What follows belongs to an exercise in optimizing a design on an open flow for small area and a short achievable clock period; a production flow would make more cautious choices. RTL that was checked went through simulation tests only; none was proved equivalent to the original. Only the layout flow was run in runs 5 and 6; the RTL was not checked for function there. Power is estimated from default activity; no workload was simulated.

### flow/config.mk
export PLATFORM = sky130hd
export DESIGN_NAME = irq_ctrl_top
export DESIGN_NICKNAME = irq_ctrl_top
export VERILOG_FILES = /design/flow/design.v
export SDC_FILE = /design/flow/constraint.sdc
export NUM_CORES = 4
export LEC_CHECK = 0
export CAP_MARGIN = 20
export CORE_MARGIN = 2
export CORE_UTILIZATION = 55
export CTS_CLUSTER_DIAMETER = 80
export CTS_CLUSTER_SIZE = 30
export SETUP_SLACK_MARGIN = 3.3
export SLEW_MARGIN = 20
### flow/constraint.sdc
create_clock -name core_clock -period 5.5 [get_ports {CLOCK_50}]
set_input_delay 1.1000 -clock core_clock [delete_from_list [all_inputs] [get_ports {CLOCK_50}]]
set_output_delay 1.1000 -clock core_clock [all_outputs]
set_load 0.01 [all_outputs]
### flow/design.v
`timescale 1ns/1ps
package irq_pkg;
    localparam int DATA_W = 32;
    localparam int KEY_W  = 8;
    localparam int ADDR_W = 8;
    localparam int NUM_IRQ_TYPES = 4;
    localparam int TYPE_W        = $clog2(NUM_IRQ_TYPES);
    typedef logic [TYPE_W-1:0] irq_type_t;
    localparam irq_type_t IRQ_TYPE_KEY = irq_type_t'(0);
    typedef struct packed {
        irq_type_t         irq_type;
        logic [DATA_W-1:0] value;
    } irq_entry_t;
    localparam int KEY_FIFO_DEPTH  = 5;
    localparam int IRQ_QUEUE_DEPTH = 10;
    localparam logic [ADDR_W-1:0] REG_CODE_BASE = 8'h00;
    localparam logic [ADDR_W-1:0] REG_STATUS    = 8'h04;
    localparam logic [ADDR_W-1:0] REG_ISR_ADDR  = 8'h08;
    localparam logic [ADDR_W-1:0] REG_ISR_VALUE = 8'h0C;
    localparam logic [ADDR_W-1:0] REG_SW_RAISE  = 8'h10;
    localparam logic [ADDR_W-1:0] REG_EOI       = 8'h14;
    localparam logic [ADDR_W-1:0] REG_VECTOR_0  = 8'h20;
    localparam int STAT_IN_SERVICE = 0;
    localparam int STAT_Q_EMPTY    = 1;
    localparam int STAT_OVERFLOW   = 2;
endpackage
`timescale 1ns/1ps
`timescale 1ns/1ps
`timescale 1ns/1ps
`timescale 1ns/1ps
`timescale 1ns/1ps
module irq_ctrl_top
(
    input  logic        CLOCK_50,
    input  logic        rst_n_i,
    input  logic        key_valid_i,
    input  logic [7:0]  key_code_i,
    input  logic        psel_i,
    input  logic        penable_i,
    input  logic        pwrite_i,
    input  logic [7:0]  paddr_i,
    input  logic [31:0] pwdata_i,
    output logic [31:0] prdata_o,
    output logic        pready_o,
    output logic        pslverr_o,
    output logic        irq_o
);
    localparam int KDEPTH = 5;
    localparam int QDEPTH = 10;
    logic [7:0]  kmem [KDEPTH];
    logic [2:0]  kwp, krp;
    logic [2:0]  kcnt;
    logic        kempty, kfull;
    logic        overflow;
    logic        kw;
    logic [2:0]  kprev;
    logic [31:0] qmem [QDEPTH];
    logic [3:0]  qwp, qrp;
    logic [3:0]  qcnt;
    logic        qempty, qfull;
    logic        d_wait, d_cap;
    logic        irq;
    logic [1:0]  act_type;
    logic [29:0] act_val;
    logic [31:0] code_base;
    logic [31:0] vectors [4];
    logic        sw_req;
    logic [1:0]  sw_type;
    logic [29:0] sw_val;
    logic        w_cb, w_raise, w_eoi;
    logic [3:0]  w_vec;
    logic        err_r;
    logic        stall_r;
    logic [31:0] rdata_r;
    logic [31:0] p_r;
    logic        acc;
    logic        key_wr, key_rd;
    logic        sw_go, blocked;
    logic        q_wr, q_rd;
    logic        wr_raise, eoi;
    logic [31:0] q_in;
    logic [31:0] q_head;
    logic [7:0]  key_byte;
    assign acc = psel_i && penable_i;
    assign key_byte = kmem[kprev];
    assign q_head = qmem[qrp];
    assign key_wr  = key_valid_i && !kfull;
    assign key_rd  = !kw && !qfull && !kempty;
    assign blocked = kw || qfull || !kempty;
    assign sw_go   = sw_req && !blocked;
    assign q_wr    = q_wr_r;
    assign q_in    = kw ? {2'b00, 22'd0, key_byte} : {sw_type, sw_val};
    assign q_rd    = !d_wait && !d_cap && !irq && !qempty;
    assign wr_raise = acc && w_raise && !(sw_req && blocked);
    assign eoi      = acc && w_eoi;
    logic        kempty_n, kfull_n, overflow_n;
    logic        qempty_n, qfull_n;
    logic        kw_n, sw_req_n, irq_n;
    logic        d_wait_n, d_cap_n;
    logic        q_wr_r;
    always_comb
    begin
        kempty_n   = kempty;
        kfull_n    = kfull;
        qempty_n   = qempty;
        qfull_n    = qfull;
        if (key_wr && !key_rd)
        begin
            kempty_n = 1'b0;
            kfull_n  = (kcnt == 3'd4);
        end
        else if (!key_wr && key_rd)
        begin
            kempty_n = (kcnt == 3'd1);
            kfull_n  = 1'b0;
        end
        if (q_wr && !q_rd)
        begin
            qempty_n = 1'b0;
            qfull_n  = (qcnt == 4'd9);
        end
        else if (!q_wr && q_rd)
        begin
            qempty_n = (qcnt == 4'd1);
            qfull_n  = 1'b0;
        end
        overflow_n = overflow || (key_valid_i && kfull);
        kw_n       = key_rd;
        sw_req_n   = wr_raise || (sw_req && !sw_go);
        d_wait_n   = q_rd;
        d_cap_n    = d_wait;
        irq_n      = d_cap || (irq && !eoi);
        if (!rst_n_i)
        begin
            kempty_n   = 1'b1;
            kfull_n    = 1'b0;
            qempty_n   = 1'b1;
            qfull_n    = 1'b0;
            overflow_n = 1'b0;
            kw_n       = 1'b0;
            sw_req_n   = 1'b0;
            d_wait_n   = 1'b0;
            d_cap_n    = 1'b0;
            irq_n      = 1'b0;
        end
    end
    always_ff @(posedge CLOCK_50)
    begin
        kempty   <= kempty_n;
        kfull    <= kfull_n;
        qempty   <= qempty_n;
        qfull    <= qfull_n;
        overflow <= overflow_n;
        kw       <= kw_n;
        sw_req   <= sw_req_n;
        d_wait   <= d_wait_n;
        d_cap    <= d_cap_n;
        irq      <= irq_n;
        q_wr_r   <= !qfull_n && (kw_n || (sw_req_n && kempty_n));
    end
    always_ff @(posedge CLOCK_50)
    begin
        if (!rst_n_i)
        begin
            kwp  <= '0;
            krp  <= '0;
            kcnt <= '0;
            qwp  <= '0;
            qrp  <= '0;
            qcnt <= '0;
        end
        else
        begin
            if (key_wr)
            begin
                kwp <= (kwp == 3'(KDEPTH - 1)) ? '0 : kwp + 1'b1;
            end
            if (key_rd)
            begin
                krp <= (krp == 3'(KDEPTH - 1)) ? '0 : krp + 1'b1;
            end
            if (key_wr != key_rd)
            begin
                kcnt <= key_wr ? kcnt + 1'b1 : kcnt - 1'b1;
            end
            if (q_wr)
            begin
                qwp <= (qwp == 4'(QDEPTH - 1)) ? '0 : qwp + 1'b1;
            end
            if (q_rd)
            begin
                qrp <= (qrp == 4'(QDEPTH - 1)) ? '0 : qrp + 1'b1;
            end
            if (q_wr != q_rd)
            begin
                qcnt <= q_wr ? qcnt + 1'b1 : qcnt - 1'b1;
            end
        end
    end
    always_ff @(posedge CLOCK_50)
    begin
        for (int i = 0; i < KDEPTH; i++)
        begin
            if (key_wr && kwp == 3'(i))
            begin
                kmem[i] <= key_code_i;
            end
        end
        kprev <= krp;
        for (int i = 0; i < QDEPTH; i++)
        begin
            if (q_wr && qwp == 4'(i))
            begin
                qmem[i] <= q_in;
            end
        end
        if (q_rd)
        begin
            act_type <= q_head[31:30];
            act_val  <= q_head[29:0];
        end
        if (wr_raise)
        begin
            sw_type <= pwdata_i[1:0];
            sw_val  <= pwdata_i[31:2];
        end
    end
    logic [31:0] wdata;
    assign wdata = pwdata_i & {32{rst_n_i}};
    logic [31:0] cb_n;
    assign cb_n = (!rst_n_i || (acc && w_cb)) ? wdata : code_base;
    always_ff @(posedge CLOCK_50)
    begin
        code_base <= cb_n;
        for (int i = 0; i < 4; i++)
        begin
            if (!rst_n_i || (acc && w_vec[i]))
            begin
                vectors[i] <= wdata;
            end
        end
    end
    logic        a_vec, a_ok;
    logic [31:0] isr_addr;
    logic [31:0] rdata_n;
    assign a_vec = (paddr_i[7:4] == 4'h2) && (paddr_i[1:0] == 2'b00);
    assign a_ok  = a_vec || ((paddr_i[7:5] == 3'b000) && (paddr_i[1:0] == 2'b00)
                             && (paddr_i[4:2] <= 3'd5));
    logic [31:0] vsel_n;
    assign vsel_n = (acc && w_vec[act_type]) ? pwdata_i : vectors[act_type];
    always_ff @(posedge CLOCK_50)
    begin
        p_r <= cb_n ^ vsel_n;
    end
    logic [31:0] kg [6];
    logic [31:0] kp [6];
    assign kg[0] = code_base & ~p_r;
    assign kp[0] = p_r;
    for (genvar l = 0; l < 5; l++)
    begin : g_ks
        for (genvar i = 0; i < 32; i++)
        begin : g_bit
            if (i >= (1 << l))
            begin : g_op
                assign kg[l+1][i] = kg[l][i] | (kp[l][i] & kg[l][i-(1<<l)]);
                assign kp[l+1][i] = kp[l][i] & kp[l][i-(1<<l)];
            end
            else
            begin : g_pass
                assign kg[l+1][i] = kg[l][i];
                assign kp[l+1][i] = kp[l][i];
            end
        end
    end
    assign isr_addr = p_r ^ {kg[5][30:0], 1'b0};
    logic        s_cb, s_st, s_isr, s_av;
    logic [3:0]  s_v;
    assign s_cb  = !paddr_i[5] && !paddr_i[4] && (paddr_i[3:2] == 2'd0);
    assign s_st  = !paddr_i[5] && !paddr_i[4] && (paddr_i[3:2] == 2'd1);
    assign s_isr = !paddr_i[5] && !paddr_i[4] && (paddr_i[3:2] == 2'd2);
    assign s_av  = !paddr_i[5] && !paddr_i[4] && (paddr_i[3:2] == 2'd3);
    for (genvar i = 0; i < 4; i++)
    begin : g_sv
        assign s_v[i] = paddr_i[5] && (paddr_i[3:2] == 2'(i));
    end
    always_comb
    begin
        rdata_n = ({32{s_cb}}  & code_base)
                | ({32{s_st}}  & {29'd0, overflow_n, qempty_n, irq_n})
                | ({32{s_isr}} & isr_addr)
                | ({32{s_av}}  & {2'b00, act_val});
        for (int i = 0; i < 4; i++)
        begin
            rdata_n = rdata_n | ({32{s_v[i]}} & vectors[i]);
        end
    end
    always_ff @(posedge CLOCK_50)
    begin
        w_cb    <= pwrite_i && (paddr_i == 8'h00);
        w_raise <= pwrite_i && (paddr_i == 8'h10);
        w_eoi   <= pwrite_i && (paddr_i == 8'h14);
        for (int i = 0; i < 4; i++)
        begin
            w_vec[i] <= pwrite_i && a_vec && (paddr_i[3:2] == 2'(i));
        end
        err_r   <= !a_ok;
        stall_r <= pwrite_i && (paddr_i == 8'h10) && sw_req_n
                   && (kw_n || qfull_n || !kempty_n);
        rdata_r <= rdata_n;
    end
    assign prdata_o  = rdata_r;
    assign pready_o  = !stall_r;
    assign pslverr_o = err_r;
    assign irq_o     = irq;
endmodule
### flow/flow/run.sh
#!/bin/bash
# Standard layout, with plain buffers (not delay cells) on the ports.
set -euo pipefail
bash standard.sh "BUFFER_PORTS_ARGS=-buffer_cell sky130_fd_sc_hd__buf_2" finish > orfs_make.log 2>&1
### flow/standard.sh
#!/bin/bash
# synth_recipe.tcl (not shown) runs the flow's synth.tcl, then flattens the netlist and writes it again
# the make line also repeats each setting of config.mk as NAME=value (left out here)
make -C /OpenROAD-flow-scripts/flow DESIGN_CONFIG=/design/flow/config.mk WORK_HOME=/design/flow/orfs CLKGATE_MAP_FILE= SYNTH_SCRIPT=/design/flow/synth_recipe.tcl "${@:-finish}"
==> metrics.log, run 1 <==
INFO  metric status = no timing/DRC/antenna violations
INFO  metric routedWlPerCell = 26.82 um
INFO  metric clock_tree.buffer_depth = 3
INFO  metric hold_viol_final = 0
INFO  metric ioPinCount = 89
INFO  metric ff2ff_path_depth = 8
INFO  metric critical_path.endpoint = rdata_r[29]$_DFF_P_
INFO  metric register_clock_pin_slew_on_the_reported_worst_setup_and_hold_paths = 0.10 ns
INFO  metric sequentialPowerShare = 56.9%
INFO  metric ant_nets_after_route = 0
INFO  metric area_of_the_multi_input_gates = 8841 um2
INFO  metric finalClockSkew = 0.02480 ns
INFO  metric cp.arrival = 2.72 ns
INFO  metric placement.io_buffers = 88
INFO  metric finish.net_count = 2077
INFO  metric max_cap_viols = 0
INFO  metric insertedDiodeCount = 0
INFO  metric final-setup-viol-count = 0
INFO  metric p_switching = 2999 uW
INFO  metric synth.cell_area = 28050 um2
INFO  metric worst_ir_drop_vdd = 0.0004100 V
INFO  metric die_area = 52820 um2
INFO  metric crit_start = p_r[0]$_DFF_P_
INFO  metric dieHeight = 229.8 um
INFO  metric overall_overflow_remaining_after_global_route = 0
INFO  metric largest_net_degree_at_the_start_of_global_routing = 54
INFO  metric synth_cells = 1931
INFO  metric r2r_start = p_r[0]$_DFF_P_
INFO  metric synth.most_common_cell = sky130_fd_sc_hd__edfxtp_1
INFO  metric cts_hold_repair.buffers = 0
INFO  metric min_path_type = register to register
INFO  metric yosysTopAreaCell = sky130_fd_sc_hd__edfxtp_1
INFO  metric power_switching_share = 27.11%
INFO  metric grt_antenna_before_repair = 2
INFO  metric post_synthesis_async_set_or_reset_flop_share = 0%
INFO  metric timing.max_slew.rel_slack = 45.66%
INFO  metric final_area = 31740 um2
INFO  metric worstSkewPairLatency = 0.59 ns
INFO  metric synth_area_leaders = sky130_fd_sc_hd__edfxtp_1 (59%), sky130_fd_sc_hd__dfxtp_1 (10%), sky130_fd_sc_hd__a22oi_1 (3.7%)
INFO  metric worst_slew_pin_slew = 0.8134 ns
INFO  metric number_of_enable_flip_flop_cells_after_synthesis = 552
INFO  metric drt_first_pass_iters = 6
INFO  metric drt-initial-drc-count = 1612
INFO  metric routed-via-count = 17.12k
INFO  metric cts_max_level = 2
INFO  metric clkPwrFrac = 28.5%
INFO  metric setup.worst_path.start_class = register
INFO  metric globalplace.congestion = 0.8631
INFO  metric vias_in_the_first_global_route = 16.40k
INFO  metric cts.sinks = 692
INFO  metric fillerInstances = 3775
INFO  metric synth_cell_types = 79
INFO  metric synth_sequential_area_ratio = 69.08%
INFO  metric ys_top_cells_by_count = sky130_fd_sc_hd__edfxtp_1 (552), sky130_fd_sc_hd__dfxtp_1 (140), sky130_fd_sc_hd__a22oi_1 (138), sky130_fd_sc_hd__nand2_1 (135), sky130_fd_sc_hd__clkbuf_1 (89)
INFO  metric unrepaired_setup_endpoints_after_global_routing = yes
INFO  metric synth_top_area_share = 59.09%
INFO  metric fmax = 447.0 MHz
INFO  metric count_of_state_elements_after_synthesis = 692
INFO  metric crit_type = register to register
INFO  metric tritoncts = done
INFO  metric gate_power_share = 14.6%
INFO  metric leakage_power = 0.01084 uW
INFO  metric grt_usage = 27.42%
INFO  metric power.total = 11060 uW
INFO  metric ff2ff_setup_slack = 3.26 ns
INFO  metric p_per_area = 348.5 nW/um2
INFO  metric routed_wirelength = 72.47 mm
INFO  metric timing_max_transition_violations_final = 0
INFO  metric critical_path.max_fanout = 3
INFO  metric area_delta_synth_final = 13.17%
INFO  metric p_int = 8064 uW
INFO  metric worst_setup_path_end_kind = register
INFO  metric ys.flop_type = sky130_fd_sc_hd__edfxtp_1
INFO  metric global_route_wire_length_before_repair = 107.5 mm
INFO  metric start_util = 55.80%
INFO  metric postPlaceCellArea = 29490 um2
INFO  metric seq_area = 19470 um2
INFO  metric post_drt_via_cell_ratio = 6.335
INFO  metric synth.yosys.warnings = 6
INFO  metric post_route_cells_drive_above_1_share = 21.72%
INFO  metric required = 5.98 ns
INFO  metric totalNegativeSetupSlack = 0 ns
INFO  metric clockRootBuffer = sky130_fd_sc_hd__clkbuf_16
INFO  metric synth_fp_nets = 2003
INFO  metric die_w = 229.8 um
INFO  metric row_count = 82
INFO  metric core_region_area = 50270 um2
INFO  metric syn-mean-instance-area = 14.53 um2
INFO  metric remaining_drc_errors = 0
INFO  metric place.detailed.hpwl = 44.93 mm
INFO  metric finalCritPeriodShare = 40.68%
INFO  metric cts-buffers-inserted = 36
INFO  metric final.min_clock_period = 2.237 ns
INFO  metric timing.rr.end = rdata_r[29]$_DFF_P_
==> metrics by stage <==
step	hold slack (ns)	utilization, %	std cells	worst slack, ns
floorplan	0.3576	-	1931	2.872
global placement	0.3725	58.61	2597	2.174
detailed placement	0.3803	58.67	2598	2.067
CTS	0.3911	62.56	2693	3.214
global route	0.4054	63.14	2702	3.168
finish	0.3896	63.14	2702	3.263
==> layout make-up <==
type | count | share of cell area, %
Clock inverter | 21 | 0.7962
Multi-Input combinational cell | 1091 | 27.85
Timing Repair Buffer | 157 | 4.009
Tap cell | 672 | 2.649
Clock buffer | 42 | 3.043
Sequential cell | 692 | 61.33
Inverter | 27 | 0.3232
==> power groups by stage <==
stage	logic (uW)	clock network, uW	registers (uW)
6_report	1620	3150	6290
5_1_grt	1750	3380	6330
4_1_cts	1550	3190	6270
3_5_place_dp	1430	0	6380
3_3_place_gp	1410	0	6370
2_1_floorplan	1110	0	6190
==> how the worst min path moves through the flow <==
stage,startpoint,end,depth (start not counted)
3_5_place_dp,krp[2]$_SDFFE_PN0P_,kprev[2]$_DFF_P_,0
5_1_grt,krp[1]$_SDFFE_PN0P_,kprev[1]$_DFF_P_,0
4_1_cts,krp[2]$_SDFFE_PN0P_,kprev[2]$_DFF_P_,0
2_1_floorplan,krp[2]$_SDFFE_PN0P_,kprev[2]$_DFF_P_,0
6_report,krp[2]$_SDFFE_PN0P_,kprev[2]$_DFF_P_,0
3_3_place_gp,krp[2]$_SDFFE_PN0P_,kprev[2]$_DFF_P_,0
==> cell usage in the layout, fill, tap and decap left out, drive strengths merged, types with 5 or more instances in the layout <==
cell     instances
o2111ai         11
a222oi          31
clkinv           7
mux2i           48
nand3b          13
buf            152
mux4            38
mux2            13
nand2b          26
nor3            16
ha              18
nor4             8
a22o            41
nand4           18
or3              5
nor2            73
a22oi          138
nand3           49
a211oi           6
nor2b           45
a21oi           40
nand2          136
a221oi          48
inv             36
and2            54
o21ai           51
a21boi          10
a31oi           16
nor3b            6
dfxtp          140
a311oi           7
and3            16
edfxtp         552
xnor2           56
xor2             8
clkbuf          45
==> cell families after synthesis <==
logic type	count (synthesis)	synth area share [%]
flip-flops	692	69.08
AND/OR/NAND/NOR	475	8.756
AO/OA/AOI/OAI	433	11.87
buffers and inverters	150	2.154
multiplexers	99	5.330
XOR/XNOR	64	1.998
adder cells (fa/ha/maj)	18	0.8029
==> repair_timing <==
item	CTS	global route
setup endpoints to repair	215	136
gates resized for setup	105	60
buffers inserted	28	9
pin swaps	28	13
gates cloned	4	0
==> registers in the layout, indices dropped and copies added, names as in the netlist, 2 cells and up <==
register / count
qmem: 320
code_base: 32
qcnt: 4
kwp: 3
sw_type: 2
kcnt: 3
kmem: 40
rdata_r: 32
qrp: 4
kprev: 3
sw_val: 30
qwp: 4
krp: 3
w_vec: 4
p_r: 32
act_type: 2
act_val: 30
vectors: 128
==> worst max-delay path, stage by stage, from the launching register on <==
cell and delay (ns):
sky130_fd_sc_hd__dfxtp_2 0.33, sky130_fd_sc_hd__nand3b_1 0.25, sky130_fd_sc_hd__a311oi_4 0.41, sky130_fd_sc_hd__o21ai_2 0.16
sky130_fd_sc_hd__a31oi_4 0.21, sky130_fd_sc_hd__o2111ai_4 0.17, sky130_fd_sc_hd__o21ai_4 0.22, sky130_fd_sc_hd__mux2i_1 0.11
sky130_fd_sc_hd__a211o_1 0.25
==> metal layers <==
metal | track usage (%) | routed length (um)
met1 | 40.51 | 32310
met2 | 43.36 | 33740
met3 | 4.563 | 4970
met4 | 5.806 | 1433
met5 | 0 | 13
==> run 2, diff against run 1 <==
--- a/flow/config.mk
+++ b/flow/config.mk
@@ -8,5 +8,5 @@
 export CAP_MARGIN = 20
 export CORE_MARGIN = 2
-export CORE_UTILIZATION = 55
+export CORE_UTILIZATION = 62
 export CTS_CLUSTER_DIAMETER = 80
 export CTS_CLUSTER_SIZE = 30
==> metrics.log, run 2 <==
INFO  metric timing.max_slew.rel_slack = 48.95% (+3.3 points)
INFO  metric area_of_the_multi_input_gates = 8761 um2 (-0.91%)
INFO  metric global_route_wire_length_before_repair = 104.2 mm (-3.0%)
INFO  metric ioPinCount = 89 (unchanged)
INFO  metric synth_fp_nets = 2003 (unchanged)
INFO  metric timing.hold.worst_path_depth = 0 (unchanged)
INFO  metric fmax = 443.7 MHz (-0.73%)
INFO  metric ys.flop_type = sky130_fd_sc_hd__edfxtp_1
INFO  metric worst_ir_drop_vdd = 0.0002805 V (-32%)
INFO  metric place.detailed.hpwl = 42.84 mm (-4.6%)
INFO  metric timing_max_transition_violations_final = 0 (unchanged)
INFO  metric final-setup-viol-count = 0 (unchanged)
INFO  metric power.total = 10700 uW (-3.3%)
INFO  metric seq_area = 19470 um2 (about the same)
INFO  metric main_combinational_cell_family_by_area_after_synthesis = compound AO/OA/AOI/OAI gates
INFO  metric routed_wirelength = 70.57 mm (-2.6%)
INFO  metric leakage_power = 0.01061 uW (-2.2%)
INFO  metric cts-buffers-inserted = 31 (-14%)
INFO  metric ys_top_cells_by_count = sky130_fd_sc_hd__edfxtp_1 (552), sky130_fd_sc_hd__dfxtp_1 (140), sky130_fd_sc_hd__a22oi_1 (138), sky130_fd_sc_hd__nand2_1 (135), sky130_fd_sc_hd__clkbuf_1 (89)
INFO  metric core_region_area = 44410 um2 (-12%)
INFO  metric min_path_type = register to register
INFO  metric drt-initial-drc-count = 1843 (+14%)
INFO  metric ant_nets_after_route = 0 (unchanged)
INFO  metric required = 6.02 ns (+0.04 ns)
INFO  metric critical_path.max_fanout = 4 (+1)
INFO  metric power_switching_share = 26.76% (-0.34 points)
INFO  metric finalNonFillerCells = 2607 (-3.5%)
INFO  metric clkPwrFrac = 26.5% (-2.0 points)
INFO  metric synth.cell_area = 28050 um2 (unchanged)
INFO  metric drt_first_pass_iters = 8 (+2)
INFO  metric post_route_cells_drive_above_1_share = 20.84% (-0.88 points)
INFO  metric grt_usage = 29.89% (+2.5 points)
INFO  metric largest_register_ff_count = 320 (unchanged)
INFO  metric placement.io_buffers = 88 (unchanged)
INFO  metric worst_setup_path_end_kind = register
INFO  metric post_drt_via_cell_ratio = 6.613 (+4.4%)
INFO  metric preCtsSetupSlack = 2.052 ns (-0.01507 ns)
INFO  metric synth_top_area_share = 59.09% (unchanged)
INFO  metric unrepaired_setup_endpoints_after_global_routing = yes
INFO  metric p_switching = 2863 uW (-4.5%)
INFO  metric cp.arrival = 2.77 ns (+0.05 ns)
INFO  metric vias_in_the_first_global_route = 16.59k (+1.2%)
INFO  metric synth-compound-area-share = 11.87% (unchanged)
INFO  metric placed_cells_incl_taps = 2520 (-3.0%)
INFO  metric cts_max_level = 1 (-1)
INFO  metric clockRootBuffer = sky130_fd_sc_hd__clkbuf_16
INFO  metric start_util = 63.16% (+7.4 points)
INFO  metric synth_cells = 1931 (unchanged)
INFO  metric fillerInstances = 2994 (-21%)
INFO  metric max_flop_register = qmem
INFO  metric gate_power_share = 14.8% (+0.2 points)
INFO  metric routed-via-count = 17.24k (+0.72%)
INFO  metric p_int = 7835 uW (-2.8%)
INFO  metric crit_type = register to register
INFO  metric finalWorstSetupSlack = 3.246 ns (-0.01655 ns)
INFO  metric final.min_clock_period = 2.254 ns (+0.01655 ns)
INFO  metric final_cell_mix = sky130_fd_sc_hd__edfxtp_1 (552), sky130_fd_sc_hd__nand2_1 (126), sky130_fd_sc_hd__a22oi_1 (119)
INFO  metric synth.most_common_cell = sky130_fd_sc_hd__edfxtp_1
INFO  metric status = no timing/DRC/antenna violations
INFO  metric yosys.area_share.simple = 8.756% (unchanged)
INFO  metric syn-mean-instance-area = 14.53 um2 (unchanged)
INFO  metric routedWlPerCell = 27.07 um (+0.93%)
INFO  metric grt_antenna_before_repair = 1 (-1)
INFO  metric post_synth_xor_area_fraction = 1.998% (unchanged)
INFO  metric clock_tree.buffer_depth = 3 (unchanged)
INFO  metric synth.yosys.warnings = 6 (unchanged)
INFO  metric count_of_state_elements_after_synthesis = 692 (unchanged)
INFO  metric finalCritPeriodShare = 40.98% (+0.30 points)
INFO  metric tritoncts = done
INFO  metric area_delta_synth_final = 11.58%
INFO  metric synth_area_leaders = sky130_fd_sc_hd__edfxtp_1 (59%), sky130_fd_sc_hd__dfxtp_1 (10%), sky130_fd_sc_hd__a22oi_1 (3.7%)
INFO  metric overall_overflow_remaining_after_global_route = 0 (unchanged)
INFO  metric p_per_area = 341.8 nW/um2 (-1.9%)
INFO  metric largest_net_degree_at_the_start_of_global_routing = 58 (+7.4%)
INFO  metric cts.sinks = 692 (unchanged)
INFO  metric setup.worst_path.start_class = register
INFO  metric sequentialPowerShare = 58.8% (+1.9 points)
INFO  metric finalClockSkew = 0.02528 ns (+0.0004767 ns)
INFO  metric synth.mux.area_fraction = 5.330% (unchanged)
INFO  metric ff2ff_path_depth = 8 (unchanged)
INFO  metric max_cap_viols = 0 (unchanged)
INFO  metric synth_sequential_area_ratio = 69.08% (unchanged)
INFO  metric totalNegativeSetupSlack = 0 ns (unchanged)
INFO  metric register_clock_pin_slew_on_the_reported_worst_setup_and_hold_paths = 0.11 ns (about the same)
INFO  metric yosysTopAreaCell = sky130_fd_sc_hd__edfxtp_1
INFO  metric number_of_enable_flip_flop_cells_after_synthesis = 552 (unchanged)
INFO  metric dieHeight = 216.7 um (-5.7%)
INFO  metric mostFrequentLayoutCell = sky130_fd_sc_hd__edfxtp_1
INFO  metric largestRegisters = qmem (320), vectors (128), kmem (40)
INFO  metric remaining_drc_errors = 0 (unchanged)
INFO  metric die_area = 46960 um2 (-11%)
INFO  metric worst_slew_pin_slew = 0.7642 ns (-0.04923 ns)
INFO  metric yosys.area_share.adder = 0.8029% (unchanged)
INFO  metric insertedDiodeCount = 0 (unchanged)
INFO  metric worstSkewPairLatency = 0.63 ns (+0.04 ns)
INFO  metric finish.net_count = 2063 (-0.67%)
INFO  metric hold_viol_final = 0 (unchanged)
INFO  metric row_count = 77 (-6.1%)
INFO  metric globalplace.congestion = 0.8515 (-1.3%)
INFO  metric die_w = 216.7 um (-5.7%)
INFO  metric synth_cell_types = 79 (unchanged)
INFO  metric post_synthesis_async_set_or_reset_flop_share = 0% (unchanged)
[run 2: cell counts after synthesis]
No cell type changed its count.
[run 2: layout make-up]
cell class / instances / area share (%)
Multi-Input combinational cell: 1094 / 27.99
Clock buffer: 40 / 2.654
Inverter: 27 / 0.3278
Tap cell: 592 / 2.366
Sequential cell: 692 / 62.22
Clock inverter: 17 / 0.6836
Timing Repair Buffer: 145 / 3.758
[run 2: per-stage QoR]
step           cell area [um2]  util, %  hold slack (ns)
2_1_floorplan            28640        -           0.3576
3_3_place_gp             29370    66.12           0.3711
4_1_cts                  30990    69.77           0.3820
6_report                 31300    70.47           0.3802
3_5_place_dp             29430    66.26           0.3740
5_1_grt                  31300    70.47           0.3942
[run 2: final timing paths]
kind	slack, ns	from	end
worst max-delay path	3.25	p_r[0]$_DFF_P_	rdata_r[29]$_DFF_P_
worst min register to register	0.38	krp[2]$_SDFFE_PN0P_	kprev[2]$_DFF_P_
worst max register to register	3.25	p_r[0]$_DFF_P_	rdata_r[29]$_DFF_P_
worst min-delay path	0.38	krp[2]$_SDFFE_PN0P_	kprev[2]$_DFF_P_
[run 2: cells by family (layout without fill, tap and decap cells)]
kind of cell | after synthesis | count (layout)
DFF | 692 | 692
xor gates and xnor gates | 64 | 64
and+or+nand+nor | 475 | 480
adders and majority gates | 18 | 18
buffers and inverters | 150 | 229
muxes | 99 | 99
AOI/OAI and AO/OA | 433 | 433
[run 2: repair_timing]
item | CTS | global route
gates resized for setup | 104 | 58
hold buffers | 0 | 0
cloned | 4 | 3
buffers inserted | 13 | 10
endpoints found under the setup margin | 217 | 158
pin swaps | 29 | 13
[run 2: per-layer routing]
| layer | GRT usage (%) | wire length (um) | share of wire [%] |
|---|---|---|---|
| met5 | 0 | 0 | 0 |
| met4 | 6.507 | 1456 | 2.1 |
| met3 | 5.375 | 6228 | 8.8 |
| met2 | 48.68 | 33660 | 48 |
| met1 | 42.73 | 29220 | 41 |
[run 2: critical path, stage by stage (launching register included)]
cell and delay (ns):
sky130_fd_sc_hd__dfxtp_2 0.34, sky130_fd_sc_hd__nand3b_1 0.23, sky130_fd_sc_hd__a311oi_2 0.43, sky130_fd_sc_hd__o21ai_2 0.16, sky130_fd_sc_hd__a31oi_4 0.22, sky130_fd_sc_hd__o2111ai_4 0.17, sky130_fd_sc_hd__o21ai_4 0.23, sky130_fd_sc_hd__mux2i_1 0.10
sky130_fd_sc_hd__a211o_1 0.26
[run 2: power by group through the flow]
stage          logic (uW)  registers (uW)  clock network [uW]
2_1_floorplan        1110            6190                   0
3_3_place_gp         1390            6350                   0
3_5_place_dp         1410            6360                   0
4_1_cts              1500            6260                2870
5_1_grt              1710            6320                3040
6_report             1580            6290                2830
==> run 3, diff against run 2 <==
--- a/flow/config.mk
+++ b/flow/config.mk
@@ -8,5 +8,5 @@
 export CAP_MARGIN = 20
 export CORE_MARGIN = 2
-export CORE_UTILIZATION = 62
+export CORE_UTILIZATION = 60
 export CTS_CLUSTER_DIAMETER = 80
 export CTS_CLUSTER_SIZE = 30
==> metrics.log, run 3 <==
INFO  metric final_area = 31250 um2 (-0.18%)
INFO  metric largest_net_degree_at_the_start_of_global_routing = 43 (-26%)
INFO  metric globalplace.congestion = 0.8232 (-3.3%)
INFO  metric cts-buffers-inserted = 34 (+9.7%)
INFO  metric synth.cell_area = 28050 um2 (unchanged)
INFO  metric register_clock_pin_slew_on_the_reported_worst_setup_and_hold_paths = 0.11 ns (about the same)
INFO  metric row_count = 79 (+2.6%)
INFO  metric overall_overflow_remaining_after_global_route = 0 (unchanged)
INFO  metric remaining_drc_errors = 0 (unchanged)
INFO  metric synth_cell_types = 79 (unchanged)
INFO  metric p_per_area = 344.6 nW/um2 (+0.83%)
INFO  metric syn-mean-instance-area = 14.53 um2 (unchanged)
INFO  metric min_path_type = register to register
INFO  metric synth.mux.area_fraction = 5.330% (unchanged)
INFO  metric cts.sinks = 692 (unchanged)
INFO  metric area_delta_synth_final = 11.39%
INFO  metric yosys.area_share.simple = 8.756% (unchanged)
INFO  metric preCtsSetupSlack = 2.194 ns (+0.1418 ns)
INFO  metric required = 5.97 ns (-0.05 ns)
INFO  metric placement.io_buffers = 88 (unchanged)
INFO  metric finalCritPeriodShare = 39.72% (-1.3 points)
INFO  metric status = no timing/DRC/antenna violations
INFO  metric setup.worst_path.start_class = register
INFO  metric main_combinational_cell_family_by_area_after_synthesis = compound AO/OA/AOI/OAI gates
INFO  metric post_synthesis_async_set_or_reset_flop_share = 0% (unchanged)
INFO  metric synth.yosys.warnings = 6 (unchanged)
INFO  metric core_region_area = 46360 um2 (+4.4%)
INFO  metric worst_slew_pin_slew = 0.8317 ns (+0.06752 ns)
INFO  metric tritoncts = done
INFO  metric synth-compound-area-share = 11.87% (unchanged)
INFO  metric post_drt_via_cell_ratio = 6.567 (-0.71%)
INFO  metric clock_tree.buffer_depth = 3 (unchanged)
INFO  metric worst_setup_path_end_kind = register
INFO  metric grt_usage = 29.68% (-0.21 points)
INFO  metric critical_path.max_fanout = 3 (-1)
INFO  metric final-setup-viol-count = 0 (unchanged)
INFO  metric cp.arrival = 2.65 ns (-0.12 ns)
INFO  metric routed-via-count = 17.26k (+0.093%)
INFO  metric synth.most_common_cell = sky130_fd_sc_hd__edfxtp_1
INFO  metric totalNegativeSetupSlack = 0 ns (unchanged)
INFO  metric start_util = 60.51% (-2.6 points)
INFO  metric largest_register_ff_count = 320 (unchanged)
INFO  metric drt_first_pass_iters = 6 (-2)
INFO  metric max_flop_register = qmem
INFO  metric finalNonFillerCells = 2628 (+0.81%)
INFO  metric largestRegisters = qmem (320), vectors (128), kmem (40)
INFO  metric synth_area_leaders = sky130_fd_sc_hd__edfxtp_1 (59%), sky130_fd_sc_hd__dfxtp_1 (10%), sky130_fd_sc_hd__a22oi_1 (3.7%)
INFO  metric yosysTopAreaCell = sky130_fd_sc_hd__edfxtp_1
INFO  metric power.total = 10770 uW (+0.65%)
INFO  metric fillerInstances = 3322 (+11%)
INFO  metric post_synth_xor_area_fraction = 1.998% (unchanged)
INFO  metric count_of_state_elements_after_synthesis = 692 (unchanged)
INFO  metric ys_top_cells_by_count = sky130_fd_sc_hd__edfxtp_1 (552), sky130_fd_sc_hd__dfxtp_1 (140), sky130_fd_sc_hd__a22oi_1 (138), sky130_fd_sc_hd__nand2_1 (135), sky130_fd_sc_hd__clkbuf_1 (89)
INFO  metric max_cap_viols = 0 (unchanged)
INFO  metric ioPinCount = 89 (unchanged)
INFO  metric die_area = 48500 um2 (+3.3%)
INFO  metric final.min_clock_period = 2.184 ns (-0.06944 ns)
INFO  metric clockRootBuffer = sky130_fd_sc_hd__clkbuf_16
INFO  metric synth_cells = 1931 (unchanged)
INFO  metric ant_nets_after_route = 0 (unchanged)
INFO  metric finish.net_count = 2070 (+0.34%)
INFO  metric timing.max_slew.rel_slack = 44.44% (-4.5 points)
INFO  metric insertedDiodeCount = 0 (unchanged)
INFO  metric synth_fp_nets = 2003 (unchanged)
INFO  metric ys.flop_type = sky130_fd_sc_hd__edfxtp_1
INFO  metric yosys.area_share.adder = 0.8029% (unchanged)
INFO  metric vias_in_the_first_global_route = 16.04k (-3.3%)
INFO  metric finalWorstSetupSlack = 3.316 ns (+0.06944 ns)
INFO  metric synth_top_area_share = 59.09% (unchanged)
INFO  metric worst_ir_drop_vdd = 0.0003976 V (+42%)
INFO  metric routed_wirelength = 72.56 mm (+2.8%)
INFO  metric final_cell_mix = sky130_fd_sc_hd__edfxtp_1 (552), sky130_fd_sc_hd__nand2_1 (127), sky130_fd_sc_hd__a22oi_1 (119)
INFO  metric worstSkewPairLatency = 0.60 ns (-0.03 ns)
INFO  metric finalClockSkew = 0.03970 ns (+0.01442 ns)
INFO  metric postPlaceCellArea = 29390 um2 (-0.11%)
INFO  metric area_of_the_multi_input_gates = 8822 um2 (+0.70%)
INFO  metric grt_antenna_before_repair = 2 (+1)
INFO  metric global_route_wire_length_before_repair = 104.4 mm (+0.17%)
INFO  metric cts_max_level = 2 (+1)
INFO  metric hold_viol_final = 0 (unchanged)
INFO  metric unrepaired_setup_endpoints_after_global_routing = yes
INFO  metric leakage_power = 0.01061 uW (about the same)
INFO  metric crit_type = register to register
INFO  metric number_of_enable_flip_flop_cells_after_synthesis = 552 (unchanged)
INFO  metric drt-initial-drc-count = 1536 (-17%)
INFO  metric mostFrequentLayoutCell = sky130_fd_sc_hd__edfxtp_1
INFO  metric fmax = 457.8 MHz (+3.2%)
INFO  metric dieHeight = 220.2 um (+1.6%)
INFO  metric routedWlPerCell = 27.61 um (+2.0%)
INFO  metric seq_area = 19470 um2 (about the same)
INFO  metric timing_max_transition_violations_final = 0 (unchanged)
INFO  metric synth_sequential_area_ratio = 69.08% (unchanged)
INFO  metric post_route_cells_drive_above_1_share = 20.83% (about the same)
INFO  metric place.detailed.hpwl = 43.85 mm (+2.4%)
INFO  metric placed_cells_incl_taps = 2533 (+0.52%)
INFO  metric die_w = 220.2 um (+1.6%)
## run 3: kinds of logic after synthesis
group | count (synthesis)
buf+inv | 150
flops | 692
simple gates | 475
xor+xnor | 64
mux | 99
fa+ha+maj | 18
compound gates | 433
## run 3: report_power, final
group          switching (uW)  internal, uW  total [uW]
clock network            1690          1240        2930
logic                     899           654        1550
registers                 311          5970        6280
## run 3: final timing paths
kind,startpoint,end,slack (ns),cells after the start
hold / removal,krp[1]$_SDFFE_PN0P_,kprev[1]$_DFF_P_,0.40,0
hold reg to reg,krp[1]$_SDFFE_PN0P_,kprev[1]$_DFF_P_,0.40,0
setup reg to reg,p_r[0]$_DFF_P_,rdata_r[29]$_DFF_P_,3.32,9
setup / recovery,p_r[0]$_DFF_P_,rdata_r[29]$_DFF_P_,3.32,9
## run 3: layout make-up
type / count / share of cell area (%)
Clock buffer: 44 / 2.911
Clock inverter: 15 / 0.5286
Inverter: 27 / 0.3284
Multi-Input combinational cell: 1093 / 28.24
Sequential cell: 692 / 62.32
Tap cell: 607 / 2.431
Timing Repair Buffer: 150 / 3.244
## run 3: critical path: stages, from the launching register on
cell and delay (ns):
sky130_fd_sc_hd__dfxtp_2 0.33, sky130_fd_sc_hd__nand3b_1 0.21, sky130_fd_sc_hd__a311oi_2 0.27, sky130_fd_sc_hd__buf_4 0.18, sky130_fd_sc_hd__o21ai_4 0.07, sky130_fd_sc_hd__a31oi_4 0.20
sky130_fd_sc_hd__o2111ai_4 0.16, sky130_fd_sc_hd__o21ai_2 0.25, sky130_fd_sc_hd__mux2i_1 0.11, sky130_fd_sc_hd__a211o_1 0.29
## run 3: what timing repair did
action,CTS,global route
hold buffers,0,0
setup buffers,14,18
hold endpoints to repair,0,0
gates cloned,4,0
resized for setup,86,54
pin swaps,17,13
endpoints found under the setup margin,260,124
## run 3: routing by layer
layer | routed length (um) | part of all wire (%) | GRT usage, %
met2 | 34260 | 47 | 47.18
met3 | 5848 | 8.1 | 4.893
met1 | 30910 | 43 | 43.32
met4 | 1533 | 2.1 | 7.248
met5 | 13 | 0.018 | 0
## run 3: through the flow
stage	utilization, %	hold slack [ns]
CTS	66.68	0.3964
floorplan	-	0.3576
global route	67.40	0.4088
detailed placement	63.41	0.3884
finish	67.40	0.3967
global placement	63.41	0.3729
==> run 4, diff against run 3 <==
--- a/flow/config.mk
+++ b/flow/config.mk
@@ -11,4 +11,4 @@
 export CTS_CLUSTER_DIAMETER = 80
 export CTS_CLUSTER_SIZE = 30
-export SETUP_SLACK_MARGIN = 3.3
+export SETUP_SLACK_MARGIN = 3.25
 export SLEW_MARGIN = 20
==> metrics.log, run 4 <==
INFO  metric post_drt_via_cell_ratio = 6.501 (-1.0%)
INFO  metric unrepaired_setup_endpoints_after_global_routing = yes
INFO  metric synth_sequential_area_ratio = 69.08% (unchanged)
INFO  metric clockRootBuffer = sky130_fd_sc_hd__clkbuf_16
INFO  metric largest_register_ff_count = 320 (unchanged)
INFO  metric critical_path.cell_chain = o21ai_0 -> a21oi_4 -> a31oi_4 -> mux2i_4 -> a31oi_1 -> o21ai_2 -> xnor2_2 -> o211ai_1
INFO  metric ff2ff_path_depth = 8 (-1)
INFO  metric p_per_area = 344.0 nW/um2 (-0.18%)
INFO  metric drt_first_pass_iters = 6 (unchanged)
INFO  metric max_cap_viols = 0 (unchanged)
INFO  metric timing.max_slew.rel_slack = 32.08% (-12 points)
INFO  metric syn-mean-instance-area = 14.53 um2 (unchanged)
INFO  metric fillerInstances = 3273 (-1.5%)
INFO  metric synth.cell_area = 28050 um2 (unchanged)
INFO  metric power_switching_share = 26.56% (-0.37 points)
INFO  metric timing_max_transition_violations_final = 0 (unchanged)
INFO  metric power.total = 10730 uW (-0.37%)
INFO  metric clkPwrFrac = 27.2% (about the same)
INFO  metric synth.yosys.warnings = 6 (unchanged)
INFO  metric leakage_power = 0.01064 uW (+0.26%)
INFO  metric worstSkewPairLatency = 0.63 ns (+0.03 ns)
INFO  metric globalplace.congestion = 0.8275 (+0.52%)
INFO  metric grt_antenna_before_repair = 3 (+1)
INFO  metric ys_top_cells_by_count = sky130_fd_sc_hd__edfxtp_1 (552), sky130_fd_sc_hd__dfxtp_1 (140), sky130_fd_sc_hd__a22oi_1 (138), sky130_fd_sc_hd__nand2_1 (135), sky130_fd_sc_hd__clkbuf_1 (89)
INFO  metric timing.critical_path.max_delay_family = compound AO/OA/AOI/OAI gates
INFO  metric post_route_cells_drive_above_1_share = 19.37% (-1.5 points)
INFO  metric die_area = 48500 um2 (unchanged)
INFO  metric mostFrequentLayoutCell = sky130_fd_sc_hd__edfxtp_1
INFO  metric r2r_start = p_r[3]$_DFF_P_
INFO  metric worst_path_max_delay_cell = sky130_fd_sc_hd__dfxtp_4
INFO  metric routedWlPerCell = 26.97 um (-2.3%)
INFO  metric preCtsSetupSlack = 2.180 ns (-0.01356 ns)
INFO  metric timing.rr.end = rdata_r[24]$_DFF_P_
INFO  metric clock_tree.buffer_depth = 3 (unchanged)
INFO  metric grt_usage = 29.19% (-0.49 points)
INFO  metric overall_overflow_remaining_after_global_route = 0 (unchanged)
INFO  metric seq_area = 19450 um2 (about the same)
INFO  metric cts-buffers-inserted = 31 (-8.8%)
INFO  metric ant_nets_after_route = 0 (unchanged)
INFO  metric place.detailed.hpwl = 44.21 mm (+0.81%)
INFO  metric sequentialPowerShare = 58.5% (+0.2 points)
INFO  metric worst_slew_pin_slew = 1.015 ns (+0.1835 ns)
INFO  metric crit_type = register to register
INFO  metric synth_area_leaders = sky130_fd_sc_hd__edfxtp_1 (59%), sky130_fd_sc_hd__dfxtp_1 (10%), sky130_fd_sc_hd__a22oi_1 (3.7%)
INFO  metric ys.flop_type = sky130_fd_sc_hd__edfxtp_1
INFO  metric finalNonFillerCells = 2627 (-0.038%)
INFO  metric worstSetupPathDepth = 8 (-1)
INFO  metric vias_in_the_first_global_route = 16.47k (+2.7%)
INFO  metric area_of_the_multi_input_gates = 8657 um2 (-1.9%)
INFO  metric die_w = 220.2 um (unchanged)
INFO  metric post_synthesis_async_set_or_reset_flop_share = 0% (unchanged)
INFO  metric p_switching = 2849 uW (-1.7%)
INFO  metric routed_wirelength = 70.86 mm (-2.3%)
INFO  metric hold_viol_final = 0 (unchanged)
INFO  metric timing.hold.worst_path_depth = 0 (unchanged)
INFO  metric cts.sinks = 692 (unchanged)
INFO  metric yosysTopAreaCell = sky130_fd_sc_hd__edfxtp_1
INFO  metric totalNegativeSetupSlack = 0 ns (unchanged)
INFO  metric largest_net_degree_at_the_start_of_global_routing = 42 (-2.3%)
INFO  metric cts_max_level = 1 (-1)
INFO  metric required = 5.97 ns (about the same)
INFO  metric min_path_type = register to register
INFO  metric area_delta_synth_final = 11.18%
INFO  metric number_of_enable_flip_flop_cells_after_synthesis = 552 (unchanged)
INFO  metric tritoncts = done
INFO  metric synth_fp_nets = 2003 (unchanged)
INFO  metric synth_cell_types = 79 (unchanged)
INFO  metric max_flop_register = qmem
INFO  metric finalClockSkew = 0.02322 ns (-0.01647 ns)
INFO  metric crit_start = p_r[3]$_DFF_P_
INFO  metric register_clock_pin_slew_on_the_reported_worst_setup_and_hold_paths = 0.11 ns (about the same)
INFO  metric finalWorstSetupSlack = 3.268 ns (-0.04776 ns)
INFO  metric drt-initial-drc-count = 1824 (+19%)
INFO  metric worst_setup_path_end_kind = register
INFO  metric critical_path.endpoint = rdata_r[24]$_DFF_P_
INFO  metric critical_path.max_fanout = 8 (+5)
INFO  metric synth_top_area_share = 59.09% (unchanged)
INFO  metric start_util = 60.51% (unchanged)
INFO  metric worst_ir_drop_vdd = 0.0003531 V (-11%)
INFO  metric synth_cells = 1931 (unchanged)
INFO  metric critical-path-max-stage-delay = 0.40 ns (+0.07 ns)
INFO  metric core_region_area = 46360 um2 (unchanged)
INFO  metric largestRegisters = qmem (320), vectors (128), kmem (40)
INFO  metric dieHeight = 220.2 um (unchanged)
INFO  metric cp.buffers_inverters = 0 (-1)
INFO  metric placed_cells_incl_taps = 2537 (+0.16%)
INFO  metric fmax = 448.0 MHz (-2.1%)
INFO  metric global_route_wire_length_before_repair = 103.5 mm (-0.87%)
INFO  metric setup.worst_path.start_class = register
INFO  metric ioPinCount = 89 (unchanged)
INFO  metric row_count = 79 (unchanged)
INFO  metric gate_power_share = 14.3% (about the same)
INFO  metric status = no timing/DRC/antenna violations
INFO  metric count_of_state_elements_after_synthesis = 692 (unchanged)
INFO  metric final.min_clock_period = 2.232 ns (+0.04776 ns)
INFO  metric final_cell_mix = sky130_fd_sc_hd__edfxtp_1 (552), sky130_fd_sc_hd__nand2_1 (128), sky130_fd_sc_hd__a22oi_1 (123)
INFO  metric placement.io_buffers = 88 (unchanged)
INFO  metric remaining_drc_errors = 0 (unchanged)
INFO  metric synth.most_common_cell = sky130_fd_sc_hd__edfxtp_1
INFO  metric finish.net_count = 2066 (-0.19%)
INFO  metric ff2ff_setup_slack = 3.27 ns (-0.05 ns)
INFO  metric cp.arrival = 2.70 ns (+0.05 ns)
INFO  metric cts_hold_repair.buffers = 0 (unchanged)
INFO  metric routed-via-count = 17.08k (-1.0%)
INFO  metric finalCritPeriodShare = 40.59% (+0.87 points)
INFO  metric p_int = 7879 uW (+0.14%)
INFO  metric final-setup-viol-count = 0 (unchanged)
run 4: cell counts after synthesis:
Identical to the previous run, type by type.
run 4: worst min-delay path by stage:
stage	startpoint	to	slack [ns]
after floorplan	krp[2]$_SDFFE_PN0P_	kprev[2]$_DFF_P_	0.36
after global placement	krp[2]$_SDFFE_PN0P_	kprev[2]$_DFF_P_	0.37
after detailed placement	krp[2]$_SDFFE_PN0P_	kprev[2]$_DFF_P_	0.38
after CTS	krp[2]$_SDFFE_PN0P_	kprev[2]$_DFF_P_	0.38
after global routing	krp[1]$_SDFFE_PN0P_	kprev[1]$_DFF_P_	0.40
final	krp[1]$_SDFFE_PN0P_	kprev[1]$_DFF_P_	0.39
run 4: timing repair:
item                                    4_1_cts  5_1_grt
pin swaps                                    21        4
buffers inserted                             21        7
gates cloned                                  3        0
endpoints found under the setup margin      432      140
gates resized for setup                      82       38
run 4: kinds of logic after synthesis:
family                   share of synthesized area [%]
multiplexers                                     5.330
AO/OA/AOI/OAI                                    11.87
flip-flops                                       69.08
adder cells (fa/ha/maj)                         0.8029
XOR/XNOR                                         1.998
buffers and inverters                            2.154
AND/OR/NAND/NOR                                  8.756
run 4: cell type report:
cell class	instances	area share (%)
multi-input cells	1091	27.76
diodes	1	0.008024
inverters	27	0.3250
clock inverters	15	0.7583
repair buffers	151	3.567
clock buffers	43	2.764
well taps	607	2.435
flip-flops and latches	692	62.38
run 4: worst register-to-register path: stages, from the launching register on:
cell,delay [ns]
sky130_fd_sc_hd__dfxtp_4,0.40
sky130_fd_sc_hd__o21ai_0,0.30
sky130_fd_sc_hd__a21oi_4,0.10
sky130_fd_sc_hd__a31oi_4,0.29
sky130_fd_sc_hd__mux2i_4,0.16
sky130_fd_sc_hd__a31oi_1,0.22
sky130_fd_sc_hd__o21ai_2,0.10
sky130_fd_sc_hd__xnor2_2,0.28
sky130_fd_sc_hd__o211ai_1,0.22
run 4: power groups by stage:
stage | combinational (uW) | sequential [uW] | clock [uW]
final | 1530 | 6280 | 2920
after global routing | 1660 | 6310 | 3120
after CTS | 1490 | 6260 | 2970
after detailed placement | 1410 | 6370 | 0
after global placement | 1380 | 6360 | 0
after floorplan | 1100 | 6190 | 0
run 4: layer usage:
layer | wire (um) | GRT usage [%] | part of all wire [%]
met5 | 13 | 0 | 0.018
met4 | 2160 | 9.195 | 3.0
met3 | 5095 | 4.179 | 7.2
met2 | 33440 | 46.83 | 47
met1 | 30150 | 41.80 | 43
run 4: per-stage QoR:
stage               hold WS, ns  utilization [%]  area, um2
CTS                      0.3830            66.85      30990
finish                   0.3882            67.27      31190
global route             0.3957            67.27      31190
detailed placement       0.3753            63.36      29370
global placement         0.3703            63.24      29320
floorplan                0.3576                -      28490
==> run 5, diff against run 4 <==
--- a/flow/design.v
+++ b/flow/design.v
@@ -61,5 +61,5 @@
     logic        d_wait, d_cap;
     logic        irq;
-    logic [1:0]  act_type;
+    logic [3:0]  act_type;     
     logic [29:0] act_val;
     logic [31:0] code_base;
@@ -217,5 +217,8 @@
         if (q_rd)
         begin
-            act_type <= q_head[31:30];
+            for (int i = 0; i < 4; i++)
+            begin
+                act_type[i] <= (q_head[31:30] == 2'(i));
+            end
             act_val  <= q_head[29:0];
         end
@@ -248,5 +251,16 @@
                              && (paddr_i[4:2] <= 3'd5));
     logic [31:0] vsel_n;
-    assign vsel_n = (acc && w_vec[act_type]) ? pwdata_i : vectors[act_type];
+    logic [3:0]  vs_keep;
+    logic        vs_new;
+    assign vs_keep = act_type & ~({4{acc}} & w_vec);
+    assign vs_new  = |(act_type & {4{acc}} & w_vec);
+    always_comb
+    begin
+        vsel_n = {32{vs_new}} & pwdata_i;
+        for (int i = 0; i < 4; i++)
+        begin
+            vsel_n = vsel_n | ({32{vs_keep[i]}} & vectors[i]);
+        end
+    end
     always_ff @(posedge CLOCK_50)
     begin
--- a/flow/config.mk
+++ b/flow/config.mk
@@ -8,7 +8,7 @@
 export CAP_MARGIN = 20
 export CORE_MARGIN = 2
-export CORE_UTILIZATION = 60
+export CORE_UTILIZATION = 65
 export CTS_CLUSTER_DIAMETER = 80
 export CTS_CLUSTER_SIZE = 30
-export SETUP_SLACK_MARGIN = 3.25
+export SETUP_SLACK_MARGIN = 3.45
 export SLEW_MARGIN = 20
==> metrics.log, run 5 <==
INFO  metric status = no timing/DRC/antenna violations
INFO  metric synth.yosys.warnings = 6 (unchanged)
INFO  metric setup.worst_path.start_class = register
INFO  metric crit_type = register to register
INFO  metric max_flop_register = qmem
INFO  metric synth_cell_types = 77 (-2.5%)
INFO  metric synth_sequential_area_ratio = 69.48% (+0.39 points)
INFO  metric critical_path.max_fanout = 5 (-3)
INFO  metric drt_first_pass_iters = 6 (unchanged)
INFO  metric largest_register_ff_count = 320 (unchanged)
INFO  metric insertedDiodeCount = 0 (-1)
INFO  metric fmax = 421.3 MHz (-6.0%)
INFO  metric number_of_enable_flip_flop_cells_after_synthesis = 554 (+0.36%)
INFO  metric globalplace.congestion = 0.9072 (+9.6%)
INFO  metric area_delta_synth_final = 15.39%
INFO  metric placement.io_buffers = 88 (unchanged)
INFO  metric worstSkewPairLatency = 0.66 ns (+0.03 ns)
INFO  metric worst_ir_drop_vdd = 0.0004193 V (+19%)
INFO  metric fillerInstances = 2648 (-19%)
INFO  metric die_w = 211.5 um (-4.0%)
INFO  metric final-setup-viol-count = 0 (unchanged)
INFO  metric synth.cell_area = 27980 um2 (-0.26%)
INFO  metric ant_nets_after_route = 0 (unchanged)
INFO  metric finalCritPeriodShare = 43.16% (+2.6 points)
INFO  metric yosysTopAreaCell = sky130_fd_sc_hd__edfxtp_1
INFO  metric worst_setup_path_end_kind = register
INFO  metric synth_area_leaders = sky130_fd_sc_hd__edfxtp_1 (59%), sky130_fd_sc_hd__dfxtp_1 (10%), sky130_fd_sc_hd__a22oi_1 (5.5%)
INFO  metric worst_slew_pin_slew = 0.8357 ns (-0.1795 ns)
INFO  metric row_count = 76 (-3.8%)
INFO  metric unrepaired_setup_endpoints_after_global_routing = yes
INFO  metric vias_in_the_first_global_route = 17.69k (+7.4%)
INFO  metric p_per_area = 343.2 nW/um2 (-0.25%)
INFO  metric max_cap_viols = 0 (unchanged)
INFO  metric dieHeight = 211.5 um (-4.0%)
INFO  metric core_region_area = 42790 um2 (-7.7%)
INFO  metric timing_max_transition_violations_final = 0 (unchanged)
INFO  metric synth.most_common_cell = sky130_fd_sc_hd__edfxtp_1
INFO  metric drt-initial-drc-count = 2268 (+24%)
INFO  metric leakage_power = 0.01082 uW (+1.7%)
INFO  metric syn-mean-instance-area = 13.95 um2 (-4.0%)
INFO  metric remaining_drc_errors = 0 (unchanged)
INFO  metric ys.flop_type = sky130_fd_sc_hd__edfxtp_1
INFO  metric largest_net_degree_at_the_start_of_global_routing = 41 (-2.4%)
INFO  metric tritoncts = done
INFO  metric finalClockSkew = 0.02679 ns (+0.003566 ns)
INFO  metric global_route_wire_length_before_repair = 112.0 mm (+8.3%)
INFO  metric routed_wirelength = 77.48 mm (+9.4%)
INFO  metric clock_tree.buffer_depth = 3 (unchanged)
INFO  metric synth_fp_nets = 2078 (+3.7%)
INFO  metric grt_antenna_before_repair = 4 (+1)
INFO  metric start_util = 65.38% (+4.9 points)
INFO  metric cts_hold_repair.buffers = 0 (unchanged)
INFO  metric grt_usage = 34.41% (+5.2 points)
INFO  metric die_area = 44720 um2 (-7.8%)
INFO  metric final.min_clock_period = 2.374 ns (+0.1415 ns)
INFO  metric power.total = 11080 uW (+3.3%)
INFO  metric area_of_the_multi_input_gates = 9296 um2 (+7.4%)
INFO  metric mostFrequentLayoutCell = sky130_fd_sc_hd__edfxtp_1
INFO  metric overall_overflow_remaining_after_global_route = 0 (unchanged)
INFO  metric cts-buffers-inserted = 31 (unchanged)
INFO  metric post_synthesis_async_set_or_reset_flop_share = 0% (unchanged)
INFO  metric ioPinCount = 89 (unchanged)
INFO  metric clockRootBuffer = sky130_fd_sc_hd__clkbuf_16
INFO  metric register_clock_pin_slew_on_the_reported_worst_setup_and_hold_paths = 0.11 ns (about the same)
INFO  metric count_of_state_elements_after_synthesis = 694 (+0.29%)
INFO  metric seq_area = 19530 um2 (+0.37%)
INFO  metric min_path_type = register to register
INFO  metric largestRegisters = qmem (320), vectors (128), kmem (40)
INFO  metric synth_top_area_share = 59.46% (+0.37 points)
INFO  metric finish.net_count = 2185 (+5.8%)
INFO  metric synth_cells = 2006 (+3.9%)
INFO  metric routed-via-count = 18.53k (+8.5%)
INFO  metric totalNegativeSetupSlack = 0 ns (unchanged)
INFO  metric place.detailed.hpwl = 44.53 mm (+0.71%)
INFO  metric post_route_cells_drive_above_1_share = 23.50% (+4.1 points)
INFO  metric timing.max_slew.rel_slack = 44.17% (+12 points)
INFO  metric ys_top_cells_by_count = sky130_fd_sc_hd__edfxtp_1 (554), sky130_fd_sc_hd__a22oi_1 (206), sky130_fd_sc_hd__dfxtp_1 (140), sky130_fd_sc_hd__nand2_1 (139), sky130_fd_sc_hd__clkbuf_1 (109)
INFO  metric hold_viol_final = 0 (unchanged)
INFO  metric cts_max_level = 1 (unchanged)
INFO  metric routedWlPerCell = 28.89 um (+7.1%)
INFO  metric cp.arrival = 2.95 ns (+0.25 ns)
INFO  metric post_drt_via_cell_ratio = 6.908 (+6.3%)
INFO  metric cts.sinks = 694 (+0.29%)
INFO  metric final_cell_mix = sky130_fd_sc_hd__edfxtp_1 (554), sky130_fd_sc_hd__a22oi_1 (132), sky130_fd_sc_hd__nand2_1 (127)
INFO  metric required = 6.08 ns (+0.11 ns)
run 5: critical path, stage by stage, from the launching register on:
cell,delay (ns)
sky130_fd_sc_hd__dfxtp_4,0.38
sky130_fd_sc_hd__and2_4,0.15
sky130_fd_sc_hd__a311oi_4,0.34
sky130_fd_sc_hd__buf_12,0.16
sky130_fd_sc_hd__buf_12,0.09
sky130_fd_sc_hd__nand4_4,0.11
sky130_fd_sc_hd__a2111oi_4,0.48
sky130_fd_sc_hd__o211ai_1,0.22
sky130_fd_sc_hd__a211oi_2,0.20
sky130_fd_sc_hd__nand3b_1,0.17
run 5: report_power, final:
part	internal [uW]	total [uW]	switching, uW
clock network	1150	2840	1690
logic	821	1930	1110
registers	5980	6310	328
total	7950	11100	3130
run 5: cell families (layout without fill, tap and decap cells):
logic type / after synthesis / in the layout / synth area share, %
xor gates and xnor gates: 66 / 66 / 2.066
and+or+nand+nor: 512 / 519 / 9.606
muxes: 47 / 47 / 1.977
buffers and inverters: 148 / 270 / 2.026
DFF: 694 / 694 / 69.48
AOI/OAI and AO/OA: 521 / 522 / 14.04
adders and majority gates: 18 / 18 / 0.8050
run 5: path summary, 6_finish.rpt:
check                                    startpoint                  end  slack [ns]  depth (start not counted)
worst min-delay path            krp[1]$_SDFFE_PN0P_     kprev[1]$_DFF_P_        0.39                          0
worst max-delay path                 p_r[2]$_DFF_P_  rdata_r[30]$_DFF_P_        3.13                          9
worst max register to register       p_r[2]$_DFF_P_  rdata_r[30]$_DFF_P_        3.13                          9
worst min register to register  krp[1]$_SDFFE_PN0P_     kprev[1]$_DFF_P_        0.39                          0
run 5: per-layer routing:
| layer | vias up | part of all wire (%) | global-route usage, % |
|---|---|---|---|
| li1 | 8054 | - | - |
| met1 | 9201 | 39 | 48.92 |
| met2 | 1088 | 46 | 53.94 |
| met3 | 179 | 11 | 6.750 |
| met4 | 4 | 3.4 | 11.66 |
| met5 | - | 0.035 | 0 |
run 5: cell type report:
class | count | area share (%)
sequential | 694 | 60.48
multi-input combinational | 1172 | 28.80
timing repair buffer | 191 | 5.123
clock buffer | 41 | 2.585
tap | 546 | 2.116
clock inverter | 15 | 0.6162
inverter | 23 | 0.2829
run 5: metrics by stage:
step | hold WS (ns) | util (%) | cells | area (um2) | setup WS (ns)
floorplan | 0.3576 | - | 2006 | 29210 | 2.843
CTS | 0.3894 | 74.12 | 2660 | 31720 | 3.092
global placement | 0.3761 | 69.45 | 2551 | 29720 | 2.066
detailed placement | 0.3824 | 69.45 | 2551 | 29720 | 2.039
finish | 0.3882 | 75.45 | 2682 | 32280 | 3.126
global route | 0.4075 | 75.45 | 2682 | 32280 | 3.054
run 5: timing repair:
action / 4_1_cts / 5_1_grt
endpoints found under the setup margin: 532 / 261
buffers inserted: 46 / 19
pin swaps: 30 / 25
resized for setup: 125 / 90
cloned: 7 / 3
==> run 6, diff against run 5 <==
--- a/flow/config.mk
+++ b/flow/config.mk
@@ -11,4 +11,4 @@
 export CTS_CLUSTER_DIAMETER = 80
 export CTS_CLUSTER_SIZE = 30
-export SETUP_SLACK_MARGIN = 3.45
+export SETUP_SLACK_MARGIN = 3.3
 export SLEW_MARGIN = 20
==> metrics.log, run 6 <==
INFO  metric status = no timing/DRC/antenna violations
INFO  metric p_per_area = 350.5 nW/um2 (+2.1%)
INFO  metric die_w = 211.5 um (unchanged)
INFO  metric cts.sinks = 694 (unchanged)
INFO  metric final_cell_mix = sky130_fd_sc_hd__edfxtp_1 (554), sky130_fd_sc_hd__a22oi_1 (135), sky130_fd_sc_hd__nand2_1 (128)
INFO  metric remaining_drc_errors = 0 (unchanged)
INFO  metric yosys.area_share.simple = 9.606% (unchanged)
INFO  metric gate_power_share = 15.7% (-1.7 points)
INFO  metric die_area = 44720 um2 (unchanged)
INFO  metric overall_overflow_remaining_after_global_route = 0 (unchanged)
INFO  metric placement.io_buffers = 88 (unchanged)
INFO  metric met2_usage = 51.49% (-2.5 points)
INFO  metric p_switching = 3065 uW (-2.0%)
INFO  metric post_synthesis_async_set_or_reset_flop_share = 0% (unchanged)
INFO  metric cts_max_level = 2 (+1)
INFO  metric post_drt_via_cell_ratio = 6.871 (-0.53%)
INFO  metric drt_first_pass_iters = 5 (-1)
INFO  metric clockRootBuffer = sky130_fd_sc_hd__clkbuf_16
INFO  metric critical_path.cell_chain = nor3b_4 -> a311oi_4 -> buf_6 -> buf_6 -> a311oi_4 -> buf_12 -> o21ai_4 -> a311oi_4 -> xor2_1 -> o21ai_1
INFO  metric tritoncts = done
INFO  metric hold_viol_final = 0 (unchanged)
INFO  metric required = 5.95 ns (-0.13 ns)
INFO  metric sequentialPowerShare = 56.6% (-0.3 points)
INFO  metric cts_hold_repair.buffers = 0 (unchanged)
INFO  metric timing.critical_path.max_delay_family = compound AO/OA/AOI/OAI gates
INFO  metric synth_top_area_share = 59.46% (unchanged)
INFO  metric dieHeight = 211.5 um (unchanged)
INFO  metric p_int = 8066 uW (+1.5%)
INFO  metric main_combinational_cell_family_by_area_after_synthesis = compound AO/OA/AOI/OAI gates
INFO  metric start_util = 65.38% (unchanged)
INFO  metric top_usage_layer = met2
INFO  metric drt-initial-drc-count = 2376 (+4.8%)
INFO  metric routedWlPerCell = 28.08 um (-2.8%)
INFO  metric timing_max_transition_violations_final = 0 (unchanged)
INFO  metric clock_tree.buffer_depth = 3 (unchanged)
INFO  metric worst_slew_pin_slew = 0.7937 ns (-0.04207 ns)
INFO  metric post_synth_xor_area_fraction = 2.066% (unchanged)
INFO  metric largestRegisters = qmem (320), vectors (128), kmem (40)
INFO  metric ioPinCount = 89 (unchanged)
INFO  metric final-setup-viol-count = 0 (unchanged)
INFO  metric grtUsageMet3 = 4.925% (-1.8 points)
INFO  metric synth_fp_nets = 2078 (unchanged)
INFO  metric cp.arrival = 2.75 ns (-0.20 ns)
INFO  metric synth_cells = 2006 (unchanged)
INFO  metric mostFrequentLayoutCell = sky130_fd_sc_hd__edfxtp_1
INFO  metric power.total = 11130 uW (+0.47%)
INFO  metric worstSkewPairLatency = 0.59 ns (-0.07 ns)
INFO  metric totalNegativeSetupSlack = 0 ns (unchanged)
INFO  metric largest_net_degree_at_the_start_of_global_routing = 39 (-4.9%)
INFO  metric area_delta_synth_final = 13.49%
INFO  metric worst_ir_drop_vdd = 0.0002772 V (-34%)
INFO  metric finish.net_count = 2148 (-1.7%)
INFO  metric worstSetupPathDepth = 10 (+1)
INFO  metric setup.worst_path.start_class = register
INFO  metric preCtsSetupSlack = 2.324 ns (+0.2849 ns)
INFO  metric unrepaired_setup_endpoints_after_global_routing = yes
INFO  metric synth_area_leaders = sky130_fd_sc_hd__edfxtp_1 (59%), sky130_fd_sc_hd__dfxtp_1 (10%), sky130_fd_sc_hd__a22oi_1 (5.5%)
INFO  metric grt_antenna_before_repair = 3 (-1)
INFO  metric min_path_type = register to register
INFO  metric yosysTopAreaCell = sky130_fd_sc_hd__edfxtp_1
INFO  metric vias_in_the_first_global_route = 17.22k (-2.7%)
INFO  metric final_area = 31750 um2 (-1.6%)
INFO  metric number_of_enable_flip_flop_cells_after_synthesis = 554 (unchanged)
INFO  metric synth.most_common_cell = sky130_fd_sc_hd__edfxtp_1
INFO  metric register_clock_pin_slew_on_the_reported_worst_setup_and_hold_paths = 0.10 ns (about the same)
INFO  metric worst_path_max_delay_cell = sky130_fd_sc_hd__dfxtp_4
INFO  metric timing.hold.worst_path_depth = 0 (unchanged)
INFO  metric ant_nets_after_route = 0 (unchanged)
INFO  metric routed-via-count = 18.17k (-1.9%)
INFO  metric clkPwrFrac = 27.7% (+2.0 points)
INFO  metric synth_cell_types = 77 (unchanged)
[run 6: cells by family after synthesis]
kind of cell	after synthesis
buf+inv	148
flops	694
mux	47
xor+xnor	66
simple gates	512
compound gates	521
fa+ha+maj	18
[run 6: what timing repair did]
item | in CTS | in global routing
gates cloned | 4 | 1
pin swaps | 22 | 15
gates resized for setup | 75 | 62
setup endpoints to repair | 282 | 259
buffers inserted | 25 | 8
[run 6: path summary, 6_finish.rpt]
kind,from,to,slack [ns]
worst max-delay path,p_r[2]$_DFF_P_,rdata_r[25]$_DFF_P_,3.20
worst min-delay path,krp[2]$_SDFFE_PN0P_,kprev[2]$_DFF_P_,0.39
worst min register to register,krp[2]$_SDFFE_PN0P_,kprev[2]$_DFF_P_,0.39
worst max register to register,p_r[2]$_DFF_P_,rdata_r[25]$_DFF_P_,3.20
[run 6: power groups by stage]
stage / clock network [uW] / registers (uW) / logic [uW]
detailed placement: 0 / 6380 / 1530
global placement: 0 / 6370 / 1500
CTS: 3110 / 6270 / 1650
global route: 3270 / 6330 / 1870
finish: 3090 / 6290 / 1750
floorplan: 0 / 6230 / 1190
[run 6: cell type report]
class / count / area [um2]
tap: 546 / 683.2
timing repair buffer: 155 / 1164
clock inverter: 17 / 231.5
antenna: 1 / 2.502
inverter: 23 / 91.34
multi-input combinational: 1168 / 9149
clock buffer: 40 / 937.1
fill: 2703 / 11040
sequential: 694 / 19490
[run 6: layer usage]
metal / routed length (um) / up-vias
met4: 1839 / 4
li1: - / 7961
met1: 31260 / 9130
met3: 6939 / 128
met2: 34190 / 944
met5: 25 / -
[run 6: metrics by stage]
stage          hold slack (ns)  utilization (%)  std cells
2_1_floorplan           0.3576                -       2006
3_3_place_gp            0.3751            69.20       2547
3_5_place_dp            0.3798            69.27       2548
4_1_cts                 0.3860            73.36       2634
5_1_grt                 0.4001            74.20       2644
6_report                0.3870            74.20       2644

Setup slack of run 6, layout unchanged: 3.195 ns with ideal ports, 3.195 ns with driving cells assumed (clock clkbuf_16, inputs buf_2), 2.619 ns with port delays also shifted by the 0.633 ns mid clock arrival.
